This is an optimization exercise on Yosys and OpenROAD, whose aim is small area and a short achievable clock period, not a production implementation.
Where RTL was checked, it was by simulation tests only, not by an equivalence proof against the original.
No activity file was given, so power comes from the tool's default toggle rates.

==> 09-15 <==
Design lc3b_alu_pipe, start of the top module:
module lc3b_alu_pipe
(
    input  logic                    clk,
    input  logic                    arst_n,
    input  logic                    instr_valid,
    input  logic [16-1:0]   instr,
    input  logic                    flush,
    output logic                    wb_valid,
    output logic [3-1:0]  wb_dest,
    output logic [16-1:0]   wb_data,
    output logic [2:0]              cc
);
export LEC_CHECK = 0
export CAP_MARGIN = 20
export CORE_MARGIN = 2
export CORE_UTILIZATION = 40
export SETUP_SLACK_MARGIN = 1.5
export SLEW_MARGIN = 20
create_clock -name core_clock -period 7.0 [get_ports {clk}]
run.sh (not shown) runs the stock make flow with config.mk's settings and CLKGATE_MAP_FILE= SYNTH_SCRIPT=/design/flow/synth_recipe.tcl, a recipe that flattens the netlist after the stock synthesis.
==> 04-03 (differences from 09-15) <==
- SETUP_SLACK_MARGIN: 1.5 -> 3.5
==> 07-17 (differences from 09-15) <==
- SETUP_SLACK_MARGIN: 1.5 -> not set
==> 04-09 (differences from 09-15) <==
- SETUP_SLACK_MARGIN: 1.5 -> 2.5
==> qor summary <==
	04-03	09-15	04-09	07-17
Multi-input gate share of the layout cell area	49.5%	49.8%	49.7%	50.0%
CP arrival	5.55 ns	5.73 ns	5.46 ns	6.67 ns
Met3 track demand over resource in global routing	4.33%	3.36%	4.54%	3.43%
Internal power	2.31 mW	2.28 mW	2.24 mW	2.27 mW
Number of fill cells in the layout	3,053	3,261	3,139	3,281
Cell Pwr Density	187 nW/um^2	200 nW/um^2	187 nW/um^2	203 nW/um^2
Clock Power	1.12 mW	1.19 mW	1.10 mW	1.19 mW
Register-to-register setup slack	1.84 ns	1.66 ns	1.93 ns	0.72 ns
Clock power share	34.8%	37.7%	35.4%	37.9%
Top Layer Used	met4	met5	met4	met5
Via count of the first global-routing pass	11,900	11,200	11,700	11,200
Hold path startpoint	u_result.written[6]$_DFFE_PN0P_	u_result.written[2]$_DFFE_PN0P_	u_result.written[6]$_DFFE_PN0P_	u_result.written[2]$_DFFE_PN0P_
Critical path endpoint	u_decode.d_opa[1]$_DFF_P_	u_decode.d_opa[6]$_DFF_P_	u_decode.d_opa[0]$_DFF_P_	u_decode.d_opa[14]$_DFF_P_
Leakage power	6.52 nW	5.94 nW	6.26 nW	5.83 nW
Combinational share of power	21.5%	17.6%	19.4%	17.3%
Placement-stage worst setup slack	1.11 ns	0.839 ns	1.07 ns	0.839 ns
Status	finished clean	finished clean	finished clean	finished clean
Post-route clock period utilization	73.8%	76.3%	72.5%	89.7%
Length in cells of the worst reg-to-reg path	24	22	21	19
Largest stage delay on the critical path	0.58 ns	0.51 ns	0.51 ns	0.87 ns
Drt via density	6.46	6.37	6.35	6.34
Resized cells post-CTS	173	9	143	0
Met2 routed wirelength	22.5 mm	21.8 mm	22.0 mm	21.6 mm
Function was not checked in any run of this note: the RTL went through the layout flow alone.

* * *

==> inputs of job 5380 <==
Another version of the RTL of lc3b_alu_pipe (not shown whole).
Settings: LEC_CHECK=0, CAP_MARGIN=20, CORE_MARGIN=2, CORE_UTILIZATION=40, SETUP_SLACK_MARGIN=1.5, SLEW_MARGIN=20; clock period 7.0 ns.
==> job 6343 (differences from job 5380) <==
--- a/flow/design.v
+++ b/flow/design.v
@@ -129,26 +129,28 @@
     input  logic                    instr_valid,
     input  logic [16-1:0]   instr,
     input  logic                    flush,
     input  logic [16-1:0]   rd_data1,
     input  logic [16-1:0]   rd_data2,
-    input  logic [16-1:0]   alu_out,
+    input  logic [16-1:0]   res_p,
+    input  logic [16-1:0]   res_c,
     output logic                    d_valid,
     output logic [3-1:0]  d_dest,
     output logic [16-1:0]   d_opa,
     output logic [16-1:0]   d_opb,
     output logic                    d_mb,
     output logic                    d_as,
     output logic                    d_sub,
     output logic                    d_shr,
+    output logic [4:0]              d_sh,
     output logic [3:0]              d_lsel
 );
     logic                   writes;
     logic                   k_mul, k_as, k_sub, k_shl, k_shr, use_imm, use_sr2;
     logic [3:0]             lsel;
     logic [3-1:0] sr1, sr2;
-    logic [16-1:0]  va, vb, opb;
+    logic [16-1:0]  va, vb, opb, na, nb;
     logic                   fwd_a, fwd_b;
     control_rom u_rom
     (
         .instr   (instr),
         .writes  (writes),
@@ -167,28 +169,34 @@
     assign vb = rd_data2;
     assign fwd_a = d_valid && d_dest == sr1;
     assign fwd_b = use_sr2 && d_valid && d_dest == sr2;
     assign opb = use_imm ? {{(16-5){instr[4]}}, instr[4:0]} :
                  use_sr2 ? vb :
-                 k_shl   ? (16'(1) << instr[3:0]) :
-                           {{(16-6){1'b0}}, instr[5:0]};
+                           (16'(1) << instr[3:0]);
+    always_comb
+        for (int i = 0; i < 16; i++)
+        begin
+            na[i] = res_c[i] ? (fwd_a ? ~res_p[i] : va[i])  : (fwd_a ? res_p[i] : va[i]);
+            nb[i] = res_c[i] ? (fwd_b ? ~res_p[i] : opb[i]) : (fwd_b ? res_p[i] : opb[i]);
+        end
     always_ff @(posedge clk or negedge arst_n)
     begin
         if (!arst_n)
             d_valid <= 1'b0;
         else
             d_valid <= instr_valid & ~flush & writes;
     end
     always_ff @(posedge clk)
     begin
         d_dest  <= instr[11:9];
-        d_opa   <= fwd_a ? alu_out : va;
-        d_opb   <= fwd_b ? alu_out : opb;
+        d_opa   <= na;
+        d_opb   <= nb;
         d_mb    <= k_mul | k_shl;
         d_as    <= k_as;
         d_sub   <= k_sub;
         d_shr   <= k_shr;
+        d_sh    <= {instr[5], instr[3:0]} & {5{k_shr}};
         d_lsel  <= lsel;
     end
 endmodule
 `timescale 1ns/1ps
 module mul_tree
@@ -453,13 +461,14 @@
 endmodule
 module cpa16
 (
     input  logic [15:0] a,
     input  logic [15:0] b,
-    output logic [15:0] s
+    output logic [15:0] p,
+    output logic [15:0] c
 );
-    logic [15:0] p, g;
+    logic [15:0] g;
     always_comb
         for (int i = 0; i < 16; i++)
         begin
             p[i] = b[i] ? ~a[i] : a[i];
             g[i] = a[i] & b[i];
@@ -526,26 +535,26 @@
     wire P3_13 = P2_13 & P2_7;
     wire G3_14 = G2_14 | (P2_14 & G2_7);
     wire P3_14 = P2_14 & P2_7;
     wire G3_15 = G2_15 | (P2_15 & G2_7);
     wire P3_15 = P2_15 & P2_7;
-    assign s[0] = p[0];
-    assign s[1] = g[0] ? ~p[1] : p[1];
-    assign s[2] = G0_1 ? ~p[2] : p[2];
-    assign s[3] = G1_2 ? ~p[3] : p[3];
-    assign s[4] = G1_3 ? ~p[4] : p[4];
-    assign s[5] = G2_4 ? ~p[5] : p[5];
-    assign s[6] = G2_5 ? ~p[6] : p[6];
-    assign s[7] = G2_6 ? ~p[7] : p[7];
-    assign s[8] = G2_7 ? ~p[8] : p[8];
-    assign s[9] = G3_8 ? ~p[9] : p[9];
-    assign s[10] = G3_9 ? ~p[10] : p[10];
-    assign s[11] = G3_10 ? ~p[11] : p[11];
-    assign s[12] = G3_11 ? ~p[12] : p[12];
-    assign s[13] = G3_12 ? ~p[13] : p[13];
-    assign s[14] = G3_13 ? ~p[14] : p[14];
-    assign s[15] = G3_14 ? ~p[15] : p[15];
+    assign c[0] = 1'b0;
+    assign c[1] = g[0];
+    assign c[2] = G0_1;
+    assign c[3] = G1_2;
+    assign c[4] = G1_3;
+    assign c[5] = G2_4;
+    assign c[6] = G2_5;
+    assign c[7] = G2_6;
+    assign c[8] = G2_7;
+    assign c[9] = G3_8;
+    assign c[10] = G3_9;
+    assign c[11] = G3_10;
+    assign c[12] = G3_11;
+    assign c[13] = G3_12;
+    assign c[14] = G3_13;
+    assign c[15] = G3_14;
 endmodule
 module execute_stage
 (
     input  logic                    clk,
     input  logic                    arst_n,
@@ -555,20 +564,23 @@
     input  logic [16-1:0]   d_opb,
     input  logic                    d_mb,
     input  logic                    d_as,
     input  logic                    d_sub,
     input  logic                    d_shr,
+    input  logic [4:0]              d_sh,
     input  logic [3:0]              d_lsel,
+    output logic [16-1:0]   res_p,
+    output logic [16-1:0]   res_c,
     output logic [16-1:0]   alu_out,
     output logic                    wb_valid,
     output logic [3-1:0]  wb_dest,
     output logic [16-1:0]   wb_data
 );
     logic [15:0] a, b;
     logic [7:0]  one, two, neg;
     logic [16:0] yb;
-    logic [15:0] r, sa, sb, sum, logic_out, shr_out;
+    logic [15:0] r, sa, sb, p, logic_out, shr_out;
     logic [31:0] shr_ext;
     logic        cin0;
     assign a = d_opa;
     assign b = d_opb;
     assign yb = {b, 1'b0};
@@ -585,11 +597,11 @@
     end
     assign logic_out = ({16{d_lsel[0]}} & a & b) |
                        ({16{d_lsel[1]}} & (a | b)) |
                        ({16{d_lsel[2]}} & (a ^ b)) |
                        ({16{d_lsel[3]}} & ~a);
-    assign shr_ext = {{16{b[5] & a[15]}}, a} >> b[3:0];
+    assign shr_ext = {{16{d_sh[4] & a[15]}}, a} >> d_sh[3:0];
     assign shr_out = shr_ext[15:0];
     assign r    = {16{d_as}} & (b ^ {16{d_sub}});
     assign cin0 = neg[0] | d_sub;
     mul_tree u_tree
     (
@@ -604,13 +616,15 @@
     );
     cpa16 u_cpa
     (
         .a (sa),
         .b (sb),
-        .s (sum)
+        .p (p),
+        .c (res_c)
     );
-    assign alu_out = sum | logic_out | ({16{d_shr}} & shr_out);
+    assign res_p   = p | logic_out | ({16{d_shr}} & shr_out);
+    assign alu_out = res_p ^ res_c;
     always_ff @(posedge clk or negedge arst_n)
     begin
         if (!arst_n)
             wb_valid <= 1'b0;
         else
@@ -695,12 +709,15 @@
     logic [16-1:0]  d_opb;
     logic                   d_mb;
     logic                   d_as;
     logic                   d_sub;
     logic                   d_shr;
+    logic [4:0]             d_sh;
     logic [3:0]             d_lsel;
     logic [16-1:0]  alu_out;
+    logic [16-1:0]  res_p;
+    logic [16-1:0]  res_c;
     logic [16-1:0]  rd_data1;
     logic [16-1:0]  rd_data2;
     decode_stage u_decode
     (
         .clk         (clk),
@@ -708,19 +725,21 @@
         .instr_valid (instr_valid),
         .instr       (instr),
         .flush       (flush),
         .rd_data1    (rd_data1),
         .rd_data2    (rd_data2),
-        .alu_out     (alu_out),
+        .res_p       (res_p),
+        .res_c       (res_c),
         .d_valid     (d_valid),
         .d_dest      (d_dest),
         .d_opa       (d_opa),
         .d_opb       (d_opb),
         .d_mb        (d_mb),
         .d_as        (d_as),
         .d_sub       (d_sub),
         .d_shr       (d_shr),
+        .d_sh        (d_sh),
         .d_lsel      (d_lsel)
     );
     execute_stage u_execute
     (
         .clk      (clk),
@@ -731,11 +750,14 @@
         .d_opb    (d_opb),
         .d_mb     (d_mb),
         .d_as     (d_as),
         .d_sub    (d_sub),
         .d_shr    (d_shr),
+        .d_sh     (d_sh),
         .d_lsel   (d_lsel),
+        .res_p    (res_p),
+        .res_c    (res_c),
         .alu_out  (alu_out),
         .wb_valid (wb_valid),
         .wb_dest  (wb_dest),
         .wb_data  (wb_data)
     );
--- a/flow/config.mk
+++ b/flow/config.mk
@@ -5,8 +5,9 @@
 export SDC_FILE = /design/flow/constraint.sdc
 export NUM_CORES = 4
 export LEC_CHECK = 0
 export CAP_MARGIN = 20
 export CORE_MARGIN = 2
-export CORE_UTILIZATION = 40
-export SETUP_SLACK_MARGIN = 1.5
+export CORE_UTILIZATION = 70
+export PLACE_DENSITY = 0.8
+export SETUP_SLACK_MARGIN = 2.5
 export SLEW_MARGIN = 20
==> metrics.md <==
| Metric | Value |
|---|---|
| Status | finished clean |
| Area grow syn2layout | 11.1% |
| Fraction of area in registers | 35.2% |
| Cell with the most instances after synthesis | nand2_1 |
| Period utilisation layout | 74.3% |
| R2r setup slk | about 1.8 ns |
| Well Taps | ~460 |
| R2R depth | 17 |
| Part of the Yosys area used for sequential elements | 39.0% |
| Crit-path max FO | 22 |
| Count of state elements after synthesis | approximately 200 |
| Final nets | 1,531 |
| Initial core utilization | 40.4% |
| Die width | 190 um |
the above is filed under job 5380

==> metrics.md <==
| Metric | Value |
|---|---|
| Status | finished clean |
| Initial core utilization | 70.9% |
| Type of destination of the critical path | register |
| Cell with the most instances after synthesis | edfxtp_1 |
| Final nets | ~1,500 |
| Area grow syn2layout | 12.0% |
| PD cells | 201 mW/mm2 |
| R2r setup slk | 2.61 ns |
| Switching part of the total | 28.3% |
| Count of state elements after synthesis | 208 |
| Commonest non-fill, non-tap cells in the layout | edfxtp_1, a22oi_1, a21oi_1 |
| R2R depth | 20 |
| Part of the Yosys area used for sequential elements | 40.1% |
| Fraction of area in registers | 36.0% |
| Period utilisation layout | roughly 63% |
| Crit-path max FO | 27 |
the above is filed under job 6343

what the ideal ports hide:
No port has a modelled driver above. Below, the same layouts with a new extraction and two added sets of constraints.
Step 1 sets driving cells, clkbuf_16 on the clock port and buf_2 on the other inputs (assumed; they add their load-dependent delay and slew).
Step 2 adds t to the input delays and takes it off the output delays; t is the mean of the earliest and latest rising clock arrival at the registers after step 1. Input paths then give back, and output paths get back, about the clock's delay inside the block.
a / b / c = ideal / step 1 / step 2; a / b = the first two.
run	shift t [ns]	setup slack, ns	clock arrival spread, ns	worst slew at a driven data input, ns	pins driven straight from the clock port
09-15	0.546	1.660 / 1.660 / 1.660	0.015 / 0.014	0.04	1
04-03	0.534	1.835 / 1.835 / 1.835	0.014 / 0.013	0.03	1
07-17	0.546	0.723 / 0.723 / 0.723	0.015 / 0.015	0.04	1
04-09	0.549	1.926 / 1.926 / 1.926	0.009 / 0.010	0.04	1
job 5380	0.538	1.797 / 1.797 / 1.797	0.013 / 0.012	0.04	1
job 6343	0.540	2.611 / 2.611 / 2.195	0.016 / 0.015	0.04	1
After both steps setup and hold are still met in every run listed. The setup slack of job 6343, which loses most, moves by 0.000 ns with the drivers and by -0.416 ns with both steps.
